This design comes from an exercise in tuning for small area, a short achievable clock period and few clock cycles per item on the open sky130 flow, not from production work.
Function was checked by simulation only, so behaviour that the tests miss may differ from the original.
Power is estimated from default activity; no workload was simulated.

==> design/flow/config.mk <==
export PLATFORM = sky130hd
export DESIGN_NAME = circular_deque
export DESIGN_NICKNAME = circular_deque
export VERILOG_FILES = /design/flow/design.v
export SDC_FILE = /design/flow/constraint.sdc
export NUM_CORES = 4
export LEC_CHECK = 0
export CAP_MARGIN = 20
export CORE_MARGIN = 2
export CORE_UTILIZATION = 40
export SLEW_MARGIN = 20
==> design/flow/constraint.sdc <==
create_clock -name core_clock -period 4.5 [get_ports {clk}]
set_input_delay 0.9000 -clock core_clock [delete_from_list [all_inputs] [get_ports {clk}]]
set_output_delay 0.9000 -clock core_clock [all_outputs]
set_load 0.01 [all_outputs]
==> design/flow/design.v <==
package dq_pkg;
  localparam int VALUE_W     = 32;
  localparam int STATUS_W    = 2;
  localparam int OPCODE_W    = 3;
  localparam int CAP_W       = 5;
  localparam int MODE_W      = 2;
  localparam int CFG_INDEX_W = 1;
  localparam int CFG_DATA_W  = CAP_W;
  localparam logic [OPCODE_W-1:0] OP_PUSH_REAR  = 3'd0;
  localparam logic [OPCODE_W-1:0] OP_PUSH_FRONT = 3'd1;
  localparam logic [OPCODE_W-1:0] OP_POP_FRONT  = 3'd2;
  localparam logic [OPCODE_W-1:0] OP_POP_REAR   = 3'd3;
  localparam logic [OPCODE_W-1:0] OP_PEEK_FRONT = 3'd4;
  localparam logic [OPCODE_W-1:0] OP_PEEK_REAR  = 3'd5;
  localparam logic [OPCODE_W-1:0] OP_STATUS     = 3'd6;
  localparam logic [STATUS_W-1:0] ST_OK          = 2'd0;
  localparam logic [STATUS_W-1:0] ST_FULL        = 2'd1;
  localparam logic [STATUS_W-1:0] ST_EMPTY       = 2'd2;
  localparam logic [STATUS_W-1:0] ST_NOT_ALLOWED = 2'd3;
  localparam logic [MODE_W-1:0] MODE_INPUT_RESTRICTED  = 2'd0;
  localparam logic [MODE_W-1:0] MODE_OUTPUT_RESTRICTED = 2'd1;
  localparam logic [MODE_W-1:0] MODE_UNRESTRICTED      = 2'd2;
  localparam logic [CFG_INDEX_W-1:0] CFG_CAPACITY         = 1'd0;
  localparam logic [CFG_INDEX_W-1:0] CFG_RESTRICTION_MODE = 1'd1;
  localparam logic [CAP_W-1:0]   CAPACITY_RESET = 5'd16;
  localparam logic [VALUE_W-1:0] EMPTY_READ     = '1;
  typedef struct packed {
    logic [OPCODE_W-1:0]       opcode;
    logic signed [VALUE_W-1:0] push_value;
  } in_item_t;
  typedef struct packed {
    logic signed [VALUE_W-1:0] read_value;
    logic [STATUS_W-1:0]       status;
    logic                      is_empty;
    logic                      is_full;
  } out_item_t;
  typedef enum logic {
    S_IDLE,
    S_EXEC
  } state_t;
  typedef struct packed {
    logic accept;
    logic exec;
  } ctrl_cmd_t;
endpackage
module dq_ctrl (
  input  logic              clk,
  input  logic              rst,
  input  logic              in_valid,
  output logic              in_stall,
  output logic              out_valid,
  input  logic              out_stall,
  output dq_pkg::ctrl_cmd_t cmd
);
  dq_pkg::state_t state;
  dq_pkg::state_t state_next;
  logic           room;
  assign room = !out_valid || !out_stall;
  always_comb begin
    state_next = state;
    case (state)
      dq_pkg::S_IDLE: begin
        if (in_valid && room) state_next = dq_pkg::S_EXEC;
      end
      dq_pkg::S_EXEC: begin
        state_next = dq_pkg::S_IDLE;
      end
      default: begin
        state_next = dq_pkg::S_IDLE;
      end
    endcase
  end
  always_comb begin
    in_stall   = 1'b1;
    cmd.accept = 1'b0;
    cmd.exec   = 1'b0;
    case (state)
      dq_pkg::S_IDLE: begin
        in_stall   = !room;
        cmd.accept = in_valid && room;
      end
      dq_pkg::S_EXEC: begin
        cmd.exec = 1'b1;
      end
      default: begin
        in_stall = 1'b1;
      end
    endcase
  end
  always_ff @(posedge clk) begin
    if (rst) begin
      state <= dq_pkg::S_IDLE;
    end else begin
      state <= state_next;
    end
  end
  always_ff @(posedge clk) begin
    if (rst) begin
      out_valid <= 1'b0;
    end else if (cmd.exec) begin
      out_valid <= 1'b1;
    end else if (!out_stall) begin
      out_valid <= 1'b0;
    end
  end
endmodule
module dq_datapath #(
  parameter int DEPTH = 16
) (
  input  logic                          clk,
  input  logic                          rst,
  input  dq_pkg::ctrl_cmd_t             cmd,
  input  dq_pkg::in_item_t              in_data,
  input  logic                          cfg_write,
  input  logic [dq_pkg::CFG_INDEX_W-1:0] cfg_index,
  input  logic [dq_pkg::CFG_DATA_W-1:0] cfg_data,
  output dq_pkg::out_item_t             out_data
);
  localparam int IDX_W = $clog2(DEPTH);
  localparam int EXT_W = (IDX_W + 1 > dq_pkg::CAP_W) ? IDX_W + 1 : dq_pkg::CAP_W;
  localparam logic [EXT_W-1:0] DEPTH_EXT = EXT_W'(DEPTH);
  localparam int RESET_EFF =
    (int'(dq_pkg::CAPACITY_RESET) > DEPTH) ? DEPTH : int'(dq_pkg::CAPACITY_RESET);
  localparam logic [IDX_W-1:0] LAST_RESET = IDX_W'(RESET_EFF - 1);
  function automatic logic [IDX_W-1:0] wrap_inc(input logic [IDX_W-1:0] i,
                                                input logic [IDX_W-1:0] last);
    wrap_inc = (i == last) ? '0 : i + IDX_W'(1);
  endfunction
  function automatic logic [IDX_W-1:0] wrap_dec(input logic [IDX_W-1:0] i,
                                                input logic [IDX_W-1:0] last);
    wrap_dec = (i == '0) ? last : i - IDX_W'(1);
  endfunction
  logic [dq_pkg::VALUE_W-1:0] mem [DEPTH];
  logic [dq_pkg::VALUE_W-1:0] rdata;
  logic [IDX_W-1:0]           raddr;
  logic [IDX_W-1:0]          last;        
  logic [dq_pkg::MODE_W-1:0] mode;
  logic [IDX_W-1:0]          front;
  logic [IDX_W-1:0]          rear;
  logic                      empty;
  dq_pkg::in_item_t          item;
  logic [IDX_W-1:0]           front_next;
  logic [IDX_W-1:0]           rear_next;
  logic                       empty_next;
  logic                       full_now;
  logic                       we;
  logic [IDX_W-1:0]           waddr;
  dq_pkg::out_item_t          result;
  logic [EXT_W-1:0] cap_ext;
  logic [IDX_W-1:0] last_wr;
  always_comb begin
    cap_ext = EXT_W'(cfg_data[dq_pkg::CAP_W-1:0]);
    if (cap_ext == '0) begin
      last_wr = '0;
    end else if (cap_ext > DEPTH_EXT) begin
      last_wr = IDX_W'(DEPTH - 1);
    end else begin
      last_wr = IDX_W'(cap_ext - EXT_W'(1));
    end
  end
  always_comb begin
    case (in_data.opcode)
      dq_pkg::OP_POP_FRONT, dq_pkg::OP_PEEK_FRONT: raddr = front;
      default:                                     raddr = rear;
    endcase
  end
  assign full_now = !empty && (wrap_inc(rear, last) == front);
  always_comb begin
    front_next        = front;
    rear_next         = rear;
    empty_next        = empty;
    we                = 1'b0;
    waddr             = front;
    result.read_value = '0;
    result.status     = dq_pkg::ST_OK;
    if ((item.opcode == dq_pkg::OP_PUSH_FRONT && mode == dq_pkg::MODE_INPUT_RESTRICTED) ||
        (item.opcode == dq_pkg::OP_POP_REAR && mode == dq_pkg::MODE_OUTPUT_RESTRICTED)) begin
      result.status = dq_pkg::ST_NOT_ALLOWED;
    end else begin
      case (item.opcode)
        dq_pkg::OP_PUSH_REAR, dq_pkg::OP_PUSH_FRONT: begin
          if (full_now) begin
            result.status = dq_pkg::ST_FULL;
          end else if (empty) begin
            front_next = '0;
            rear_next  = '0;
            empty_next = 1'b0;
            we         = 1'b1;
            waddr      = '0;
          end else if (item.opcode == dq_pkg::OP_PUSH_REAR) begin
            rear_next = wrap_inc(rear, last);
            we        = 1'b1;
            waddr     = rear_next;
          end else begin
            front_next = wrap_dec(front, last);
            we         = 1'b1;
            waddr      = front_next;
          end
        end
        dq_pkg::OP_POP_FRONT, dq_pkg::OP_POP_REAR,
        dq_pkg::OP_PEEK_FRONT, dq_pkg::OP_PEEK_REAR: begin
          if (empty) begin
            result.status     = dq_pkg::ST_EMPTY;
            result.read_value = dq_pkg::EMPTY_READ;
          end else begin
            result.read_value = rdata;
            if (item.opcode == dq_pkg::OP_POP_FRONT || item.opcode == dq_pkg::OP_POP_REAR) begin
              if (front == rear) begin
                front_next = '0;
                rear_next  = '0;
                empty_next = 1'b1;
              end else if (item.opcode == dq_pkg::OP_POP_FRONT) begin
                front_next = wrap_inc(front, last);
              end else begin
                rear_next = wrap_dec(rear, last);
              end
            end
          end
        end
        default: begin
        end
      endcase
    end
    result.is_empty = empty_next;
    result.is_full  = !empty_next && (wrap_inc(rear_next, last) == front_next);
  end
  always_ff @(posedge clk) begin
    if (cmd.exec && we) begin
      mem[waddr] <= item.push_value;
    end
  end
  always_ff @(posedge clk) begin
    if (cmd.accept) begin
      rdata <= mem[raddr];
    end
  end
  always_ff @(posedge clk) begin
    if (cmd.accept) begin
      item <= in_data;
    end
    if (cmd.exec) begin
      out_data <= result;
    end
  end
  always_ff @(posedge clk) begin
    if (rst) begin
      front <= '0;
      rear  <= '0;
      empty <= 1'b1;
      last  <= LAST_RESET;
      mode  <= dq_pkg::MODE_UNRESTRICTED;
    end else begin
      if (cmd.exec) begin
        front <= front_next;
        rear  <= rear_next;
        empty <= empty_next;
      end
      if (cfg_write) begin
        case (cfg_index)
          dq_pkg::CFG_CAPACITY: begin
            last  <= last_wr;
            front <= '0;
            rear  <= '0;
            empty <= 1'b1;
          end
          dq_pkg::CFG_RESTRICTION_MODE: begin
            mode <= cfg_data[dq_pkg::MODE_W-1:0];
          end
          default: begin
          end
        endcase
      end
    end
  end
endmodule
module circular_deque #(
  parameter int DEPTH = 16
) (
  input  logic                           clk,
  input  logic                           rst,
  input  logic                           in_valid,
  output logic                           in_stall,
  input  dq_pkg::in_item_t               in_data,
  output logic                           out_valid,
  input  logic                           out_stall,
  output dq_pkg::out_item_t              out_data,
  input  logic                           cfg_write,
  input  logic [dq_pkg::CFG_INDEX_W-1:0] cfg_index,
  input  logic [dq_pkg::CFG_DATA_W-1:0]  cfg_data
);
  dq_pkg::ctrl_cmd_t cmd;
  dq_ctrl u_ctrl (
    .clk       (clk),
    .rst       (rst),
    .in_valid  (in_valid),
    .in_stall  (in_stall),
    .out_valid (out_valid),
    .out_stall (out_stall),
    .cmd       (cmd)
  );
  dq_datapath #(
    .DEPTH (DEPTH)
  ) u_datapath (
    .clk       (clk),
    .rst       (rst),
    .cmd       (cmd),
    .in_data   (in_data),
    .cfg_write (cfg_write),
    .cfg_index (cfg_index),
    .cfg_data  (cfg_data),
    .out_data  (out_data)
  );
endmodule
==> design/flow/run.sh <==
#!/bin/bash
# synth_recipe.tcl (not shown) runs the flow's synth.tcl, then flattens the netlist and writes it again
# the make line also repeats each setting of config.mk as NAME=value (left out here)
make -C /OpenROAD-flow-scripts/flow DESIGN_CONFIG=/design/flow/config.mk WORK_HOME=/design/flow/orfs CLKGATE_MAP_FILE= SYNTH_SCRIPT=/design/flow/synth_recipe.tcl finish
==> out/qor.csv <==
metric,value,unit
worst_slew_pin_slew,933,ps
synth_top_area_share,73.6,%
crit_path_start_kind,flip-flop,
gp_congestion,0.813,
use_met2,30.0,%
avgSynthCellArea,18.6,um^2
leakage,9.62,nW
clockBufferDepth,3,
finalClockSkew,23.7,ps
end_kind,flip-flop,
cts.sinks,632,
status,no timing/DRC/antenna violations,
syn-num-nets,1398,
yosysWarnings,2,
rsz0062_at_grt,no,
portBuffers,83,
die_h,254,um
dieArea,0.0647,mm^2
die_width,254,um
cts-root-buf,clkbuf_16,
final_layout_size_suffix_gt1_share,22.4,%
ys_ff_latch,632,
ys_types,68,
drtPass1Iterations,5,
antennaDiodeCount,0,
finalSetupTns,0,ps
synth_area_leaders,"edfxtp_1, mux4_2, nor2_1, a211oi_1, dfxtp_1",
vias,13000,
fmax,0.254,GHz
hold_viol_final,0,
cts_tree,done,
htree_levels,3,
grt_use_met1,25.6,%
synthArstFlopShare,0,%
crit_required,4930,ps
timing.hold.ws,465,ps
dp_hpwl,32.3,mm
synth_seq_area_share,75.0,%
grt_pass1_vias,13500,
antenna_found_initial,1,
peakVddDrop,0.000245,V
rows,91,
synth_edf_count,615,
multi_input_area,0.00604,mm^2
reg2reg_slack,560,ps
grt_max_degree,36,
wl_per_cell,24.4,um
grt_overflow_total,0,
drt_iter0_drc,1197,
ant_nets,0,
cts_buffers,70,
clk_pin_slew,60,ps
min_period,3940,ps
critical_path_peak_fanout,13,
start_util,40.6,%
busiest_layer,met2,
setup_viol,0,
synth.most_common_cell,edfxtp_1,
routed_wl,58.1,mm
cellPowerDensity,435,mW/mm^2
stdcell_count,2382,
yosys.area.top_type,edfxtp_1,
cts_hold_buf,0,
max-slew-margin-rel,37.3,%
cts_resized,0,
crit_arrival,4370,ps
core,0.0618,mm^2
post_synth_inst_count,1346,
maxCapViolations,0,
final.period_utilization,87.5,%
area_delta_synth_final,18.5,%
critPathKind,reg -> reg,
yosys-top-cells-count,"edfxtp_1, mux4_2, nor2_1, nand2_1, a211oi_1",
slew_viol_final,0,
syn-cell-area,0.0251,mm^2
dpl.cell_count,2258,
grt_pass1_wl,86.7,mm
clock_latency,610,ps
nets,1545,
num-fill-cells,5129,
hold_class,reg -> reg,
postCtsSetupRepairBufs,0,
seqCellArea,0.0188,mm^2
vias_per_cell,5.44,
met3_usage,2.97,%
drc,0,
io_pins,84,
synth-main-ff-cell,edfxtp_1,
track_usage,18.4,%
## final cells by class
cell class / count / area share, %
Clock inverter: 44 / 1.39
Clock buffer: 80 / 6.02
Sequential cell: 632 / 63.3
Inverter: 17 / 0.215
Multi-Input combinational cell: 623 / 20.3
Timing Repair Buffer: 149 / 5.26
Tap cell: 837 / 3.52
## report_power, final
part / leakage [nW] / total (W) / internal (W) / switching, W
clock: 1.07 / 0.00549 / 0.00317 / 0.00232
sequential: 5.72 / 0.00670 / 0.00658 / 0.000122
combinational: 2.83 / 0.000735 / 0.000336 / 0.000399
## critical path, stage by stage, from the launching register on
cell and delay, ps:
dfxtp_1 730, nand3_1 190, xor2_1 210, o22a_2 290
o211a_1 250, a211o_1 330, a2bb2oi_4 250, inv_2 70
ha_1 210, xor2_1 170, or2_2 300, a2111oi_1 370
a31oi_1 80, a221oi_1 300
## routing by layer
layer | vias to the layer above | part of all wire (%)
met4 | 0 | 2.8
li1 | 5698 | -
met2 | 355 | 48
met1 | 6789 | 44
met5 | - | 0
met3 | 109 | 4.8
## stage by stage
step / area (um^2) / utilization [%] / setup WS, ps / total power, W
after global placement: 27500 / 44.5 / 535 / 0.00757
after global routing: 29700 / 48.1 / 265 / 0.0133
final: 29700 / 48.1 / 561 / 0.0129
after floorplan: 25100 / - / 188 / 0.00725
after detailed placement: 27500 / 44.5 / 510 / 0.00757
after CTS: 29700 / 48.1 / 603 / 0.0131
## worst paths after layout
path / start / depth (start not counted) / endpoint
setup / recovery: u_datapath.rear[2]$_SDFF_PP0_ / 13 / u_datapath.out_data[0]$_DFFE_PP_
hold / removal: u_datapath.mode[1]$_SDFFE_PP1P_ / 1 / u_datapath.mode[1]$_SDFFE_PP1P_
setup reg to reg: u_datapath.rear[2]$_SDFF_PP0_ / 13 / u_datapath.out_data[0]$_DFFE_PP_
hold reg to reg: u_datapath.mode[1]$_SDFFE_PP1P_ / 1 / u_datapath.mode[1]$_SDFFE_PP1P_
## registers in the layout (all words and copies together) (netlist names)
signal and count:
u_datapath.item 35, u_datapath.rdata 32, u_ctrl.out_valid 1, u_datapath.front 4
u_datapath.rear 4, u_datapath.empty 1, u_datapath.out_data 36, u_datapath.mode 2
u_datapath.mem 512, u_datapath.last 4, u_ctrl.state 1
## cell families after synthesis
group,count (synthesis),share of synthesized area [%]
XOR/XNOR,25,1.08
adder cells (fa/ha/maj),7,0.339
multiplexers,134,11.8
AND/OR/NAND/NOR,288,5.29
buffers and inverters,91,1.61
AO/OA/AOI/OAI,169,4.92
flip-flops,632,75.0
## cells in the final DEF (no fill, tap or decap), drive strengths merged, types with 5 or more instances in the layout
cell | Yosys | layout
clkdlybuf4s50 | 0 | 83
and2 | 37 | 37
nor2 | 110 | 110
or3 | 5 | 5
mux4 | 128 | 128
nand2b | 10 | 10
clkbuf | 40 | 80
edfxtp | 615 | 615
a211oi | 47 | 47
ha | 6 | 6
a211o | 5 | 5
xnor2 | 21 | 21
bufinv | 0 | 5
a21oi | 24 | 24
nand3 | 7 | 7
buf | 34 | 66
clkinv | 0 | 32
nand2 | 87 | 87
dfxtp | 17 | 17
a31oi | 35 | 35
a21o | 5 | 5
o21ai | 23 | 23
nor3 | 13 | 13
inv | 17 | 22
o211ai | 6 | 6
Testbench counts, summed over its fixed seeds: cycles 38,432, items 19,200.

-- static timing again, ports no longer ideal --
Ports are ideal in the flow. The routed layout listed here was re-timed in OpenROAD.
Step 1 assumes that a clkbuf_16 drives the clock port and a buf_2 every other input.
Step 2 times the ports against the registers' clock, not the clock port: input delays grow and output delays shrink by t, the midpoint of the rising clock arrivals with the driver on.
Slacks: ideal ports / drivers / drivers and shift; pairs: ideal ports / drivers.
t (ns): 0.661
slack for setup (ns): 0.561 / 0.561 / 0.477
hold WS [ns]: 0.465 / 0.465 / 0.465
After both steps setup and hold are still met in this run. For this run, drivers alone change the setup slack by 0.000 ns; drivers and shift together by -0.084 ns.
